Context: an optimization exercise on an open-source flow, tuned for small area. The choices shown serve that exercise and are no tape-out recipe.
In this exercise RTL edits were held to simulation tests only and were not proved equivalent to the original.
No activity file was given, so power comes from the tool's default toggle rates.

==> module regfile_scoreboard, before the edit <==
module regfile_scoreboard #(
  parameter int REG_NUM = 32,
  parameter int ADDR_W  = 5,
  parameter int DATA_W  = 32,
  parameter int CNT_W   = 2
) (
  input  logic              clk_in,
  input  logic              rst_n_in,
  input  logic              re1_in,
  input  logic [ADDR_W-1:0] a1_in,
  output logic [DATA_W-1:0] d1_out,
  output logic              en1_out,
  input  logic              re2_in,
  input  logic [ADDR_W-1:0] a2_in,
  output logic [DATA_W-1:0] d2_out,
  output logic              en2_out,
  input  logic              iss_we_in,
  input  logic [ADDR_W-1:0] iss_rd_in,
  output logic              iss_full_out,
  input  logic              wb_we_in,
  input  logic [ADDR_W-1:0] wb_a_in,
  input  logic [DATA_W-1:0] wb_d_in
);
  logic [DATA_W-1:0]  regs [1:REG_NUM-1];
  logic [REG_NUM-1:1] c0, c1;    
  logic [REG_NUM-1:1] rd_ok;     
  logic [31:0] h1, h2, wbd, issr;
  rf_dec5 u_dec1 (.en(re1_in),   .a(a1_in),     .h(h1));
  rf_dec5 u_dec2 (.en(re2_in),   .a(a2_in),     .h(h2));
  rf_dec5 u_decw (.en(wb_we_in), .a(wb_a_in),   .h(wbd));
  rf_dec5n u_deci (.a(iss_rd_in), .h(issr));
  logic [REG_NUM-1:1] cnt_z, cnt_max, byp_ok, gnt;
  always_comb begin
    for (int i = 1; i < REG_NUM; i++) begin
      cnt_z[i]   = !c1[i] && !c0[i];
      cnt_max[i] = c1[i] && c0[i];
      byp_ok[i]  = !c1[i] && c0[i] && wbd[i];    
      gnt[i]     = cnt_z[i] || byp_ok[i];
    end
  end
  logic [REG_NUM-1:1] s1, s2;
  logic               byp1, byp2;
  always_comb begin
    for (int i = 1; i < REG_NUM; i++) begin
      s1[i] = h1[i] && rd_ok[i];
      s2[i] = h2[i] && rd_ok[i];
    end
  end
  rf_aor #(.N(31)) u_byp1 (.s(h1[31:1]), .d(byp_ok), .y(byp1));
  rf_aor #(.N(31)) u_byp2 (.s(h2[31:1]), .d(byp_ok), .y(byp2));
  rf_aor32 u_en1  (.s(h1), .d({gnt, re1_in}), .y(en1_out));
  rf_aor32 u_en2  (.s(h2), .d({gnt, re2_in}), .y(en2_out));
  rf_aor #(.N(31)) u_full (.s(issr[31:1]), .d(cnt_max), .y(iss_full_out));
  for (genvar b = 0; b < DATA_W; b++) begin : rd
    logic [REG_NUM-1:1] col;
    for (genvar i = 1; i < REG_NUM; i++) begin : c
      assign col[i] = regs[i][b];
    end
    rf_aor32 u1 (.s({s1, byp1}), .d({col, wb_d_in[b]}), .y(d1_out[b]));
    rf_aor32 u2 (.s({s2, byp2}), .d({col, wb_d_in[b]}), .y(d2_out[b]));
  end
  always_ff @(posedge clk_in) begin
    for (int i = 1; i < REG_NUM; i++) begin
      if (wbd[i]) regs[i] <= wb_d_in;
    end
  end
  always_ff @(posedge clk_in or negedge rst_n_in) begin
    if (!rst_n_in) begin
      c0    <= '0;
      c1    <= '0;
      rd_ok <= '0;
    end else begin
      for (int i = 1; i < REG_NUM; i++) begin
        logic iss, inc, dec, n0, n1;
        iss = iss_we_in && issr[i];
        inc = iss && !wbd[i] && !cnt_max[i];
        dec = wbd[i] && !iss && !cnt_z[i];
        n0  = c0[i] ^ (inc | dec);
        n1  = c1[i] ^ ((inc && c0[i]) || (dec && !c0[i]));
        c0[i]    <= n0;
        c1[i]    <= n1;
        rd_ok[i] <= !n0 && !n1 && (rd_ok[i] || wbd[i]);
      end
    end
  end
endmodule
Settings: LEC_CHECK=0, CAP_MARGIN=5, CELL_PAD_IN_SITES_DETAIL_PLACEMENT=1, CELL_PAD_IN_SITES_GLOBAL_PLACEMENT=1, CORE_MARGIN=2, CORE_UTILIZATION=25, SETUP_SLACK_MARGIN=0.05, SLEW_MARGIN=5, SYNTH_HIERARCHICAL=1; clock period 7.0 ns.
standard.sh (not shown) runs the stock make flow with config.mk's settings and CLKGATE_MAP_FILE= SYNTH_SCRIPT=/design/flow/synth_recipe.tcl, a recipe that flattens the netlist after the stock synthesis.
==> flow/flow/run.sh <==
#!/bin/bash
# The standard layout (the standard.sh, unchanged synthesis, floorplan, power grid and taps),
# with two settings changed: the port buffers are the smallest buffer, and clock tree synthesis
# uses 4x clock buffers on sink clusters of at most 9 and adds no dummy loads.
set -euo pipefail
CTS_ARGS="-sink_clustering_enable -repair_clock_nets -dont_use_dummy_load"
CTS_ARGS="$CTS_ARGS -buf_list sky130_fd_sc_hd__clkbuf_4 -sink_clustering_size 9 -sink_clustering_max_diameter 40"
bash standard.sh "CTS_ARGS=$CTS_ARGS" "BUFFER_PORTS_ARGS=-buffer_cell sky130_fd_sc_hd__buf_1" finish \
  > standard_flow.log 2>&1
Edit:
--- a/flow/design.v
+++ b/flow/design.v
@@ -85,12 +85,25 @@
   always_comb begin
     for (int m = 0; m < 4; m++) lo[m] = (a[1:0] == 2'(m));
     for (int j = 0; j < 8; j++) hi[j] = en && (a[4:2] == 3'(j));
     for (int i = 0; i < 32; i++) h[i] = lo[i % 4] && hi[i / 4];
   end
 endmodule
+module rf_cnt (
+  input  logic iss, wb, c0, c1, ok,
+  output logic n0, n1, nok
+);
+  logic inc, dec;
+  always_comb begin
+    inc = iss && !wb && !(c1 && c0);
+    dec = wb && !iss && (c1 || c0);
+    n0  = c0 ^ (inc | dec);
+    n1  = c1 ^ ((inc && c0) || (dec && !c0));
+    nok = !n0 && !n1 && (ok || wb);
+  end
+endmodule
 module regfile_scoreboard #(
   parameter int REG_NUM = 32,
   parameter int ADDR_W  = 5,
   parameter int DATA_W  = 32,
   parameter int CNT_W   = 2
 ) (
@@ -116,61 +129,63 @@
   logic [REG_NUM-1:1] rd_ok;     
   logic [31:0] h1, h2, wbd, issr;
   rf_dec5 u_dec1 (.en(re1_in),   .a(a1_in),     .h(h1));
   rf_dec5 u_dec2 (.en(re2_in),   .a(a2_in),     .h(h2));
   rf_dec5 u_decw (.en(wb_we_in), .a(wb_a_in),   .h(wbd));
   rf_dec5n u_deci (.a(iss_rd_in), .h(issr));
-  logic [REG_NUM-1:1] cnt_z, cnt_max, byp_ok, gnt;
+  logic [REG_NUM-1:1] cnt_z, cnt_one, cnt_max;
   always_comb begin
     for (int i = 1; i < REG_NUM; i++) begin
       cnt_z[i]   = !c1[i] && !c0[i];
+      cnt_one[i] = !c1[i] && c0[i];
       cnt_max[i] = c1[i] && c0[i];
-      byp_ok[i]  = !c1[i] && c0[i] && wbd[i];    
-      gnt[i]     = cnt_z[i] || byp_ok[i];
     end
   end
   logic [REG_NUM-1:1] s1, s2;
-  logic               byp1, byp2;
+  logic               one1, one2, byp1, byp2, en1_q, en2_q;
   always_comb begin
     for (int i = 1; i < REG_NUM; i++) begin
       s1[i] = h1[i] && rd_ok[i];
       s2[i] = h2[i] && rd_ok[i];
     end
   end
-  rf_aor #(.N(31)) u_byp1 (.s(h1[31:1]), .d(byp_ok), .y(byp1));
-  rf_aor #(.N(31)) u_byp2 (.s(h2[31:1]), .d(byp_ok), .y(byp2));
-  rf_aor32 u_en1  (.s(h1), .d({gnt, re1_in}), .y(en1_out));
-  rf_aor32 u_en2  (.s(h2), .d({gnt, re2_in}), .y(en2_out));
+  rf_aor #(.N(31)) u_one1 (.s(h1[31:1]), .d(cnt_one), .y(one1));
+  rf_aor #(.N(31)) u_one2 (.s(h2[31:1]), .d(cnt_one), .y(one2));
+  always_comb begin
+    byp1 = one1 && wb_we_in && (wb_a_in == a1_in);
+    byp2 = one2 && wb_we_in && (wb_a_in == a2_in);
+  end
+  rf_aor32 u_en1  (.s(h1), .d({cnt_z, re1_in}), .y(en1_q));
+  rf_aor32 u_en2  (.s(h2), .d({cnt_z, re2_in}), .y(en2_q));
+  assign en1_out = en1_q || byp1;
+  assign en2_out = en2_q || byp2;
   rf_aor #(.N(31)) u_full (.s(issr[31:1]), .d(cnt_max), .y(iss_full_out));
   for (genvar b = 0; b < DATA_W; b++) begin : rd
     logic [REG_NUM-1:1] col;
     for (genvar i = 1; i < REG_NUM; i++) begin : c
       assign col[i] = regs[i][b];
     end
-    rf_aor32 u1 (.s({s1, byp1}), .d({col, wb_d_in[b]}), .y(d1_out[b]));
-    rf_aor32 u2 (.s({s2, byp2}), .d({col, wb_d_in[b]}), .y(d2_out[b]));
+    rf_aor32 u1 (.s({byp1, s1}), .d({wb_d_in[b], col}), .y(d1_out[b]));
+    rf_aor32 u2 (.s({byp2, s2}), .d({wb_d_in[b], col}), .y(d2_out[b]));
   end
   always_ff @(posedge clk_in) begin
     for (int i = 1; i < REG_NUM; i++) begin
       if (wbd[i]) regs[i] <= wb_d_in;
     end
+  end
+  logic [REG_NUM-1:1] c0_d, c1_d, ok_d;
+  for (genvar i = 1; i < REG_NUM; i++) begin : cn
+    rf_cnt u (.iss(iss_we_in && issr[i]), .wb(wbd[i]), .c0(c0[i]), .c1(c1[i]), .ok(rd_ok[i]),
+              .n0(c0_d[i]), .n1(c1_d[i]), .nok(ok_d[i]));
   end
   always_ff @(posedge clk_in or negedge rst_n_in) begin
     if (!rst_n_in) begin
       c0    <= '0;
       c1    <= '0;
       rd_ok <= '0;
     end else begin
-      for (int i = 1; i < REG_NUM; i++) begin
-        logic iss, inc, dec, n0, n1;
-        iss = iss_we_in && issr[i];
-        inc = iss && !wbd[i] && !cnt_max[i];
-        dec = wbd[i] && !iss && !cnt_z[i];
-        n0  = c0[i] ^ (inc | dec);
-        n1  = c1[i] ^ ((inc && c0[i]) || (dec && !c0[i]));
-        c0[i]    <= n0;
-        c1[i]    <= n1;
-        rd_ok[i] <= !n0 && !n1 && (rd_ok[i] || wbd[i]);
-      end
+      c0    <= c0_d;
+      c1    <= c1_d;
+      rd_ok <= ok_d;
     end
   end
 endmodule
Result: Flip-flop and latch count stays the same. Total power is lower by about 0.32%. Core utilization fell by 0.11 points. Combinational power goes down by about 12%. Global-route usage came out lower by 0.29 points. Wire length drops by 1.6%. Cell area went down by 0.70%. Synthesized cell count went down by about 0.7%.

-- re-timing with driven ports --
How much do the figures lean on ideal ports? The routed layouts below were timed once more, with nothing changed but the port constraints. Step 1 assumes that a clkbuf_16 drives the clock port and a buf_2 every other input. Step 2 times the ports against the registers' clock, not the clock port: input delays grow and output delays shrink by t, the midpoint of the rising clock arrivals with the driver on. Three values: ideal, step 1, step 2; two values: the first two.
| run | t, ns | setup slack, ns | worst register clock-pin slew, ns | worst slew at a driven data input, ns | cell pins on the clock port's net |
|---|---|---|---|---|---|
| the first run | 1.165 | 0.102 / -0.058 / -0.058 | 0.11 / 0.11 | 0.22 | 1 |
| the second run | 1.196 | 0.386 / 0.315 / 0.315 | 0.11 / 0.11 | 0.11 | 1 |
Met with ideal ports but missed after step 2: setup timing in the first run. The setup slack of the first run, which loses most, moves by -0.160 ns with the drivers and by -0.160 ns with both steps.
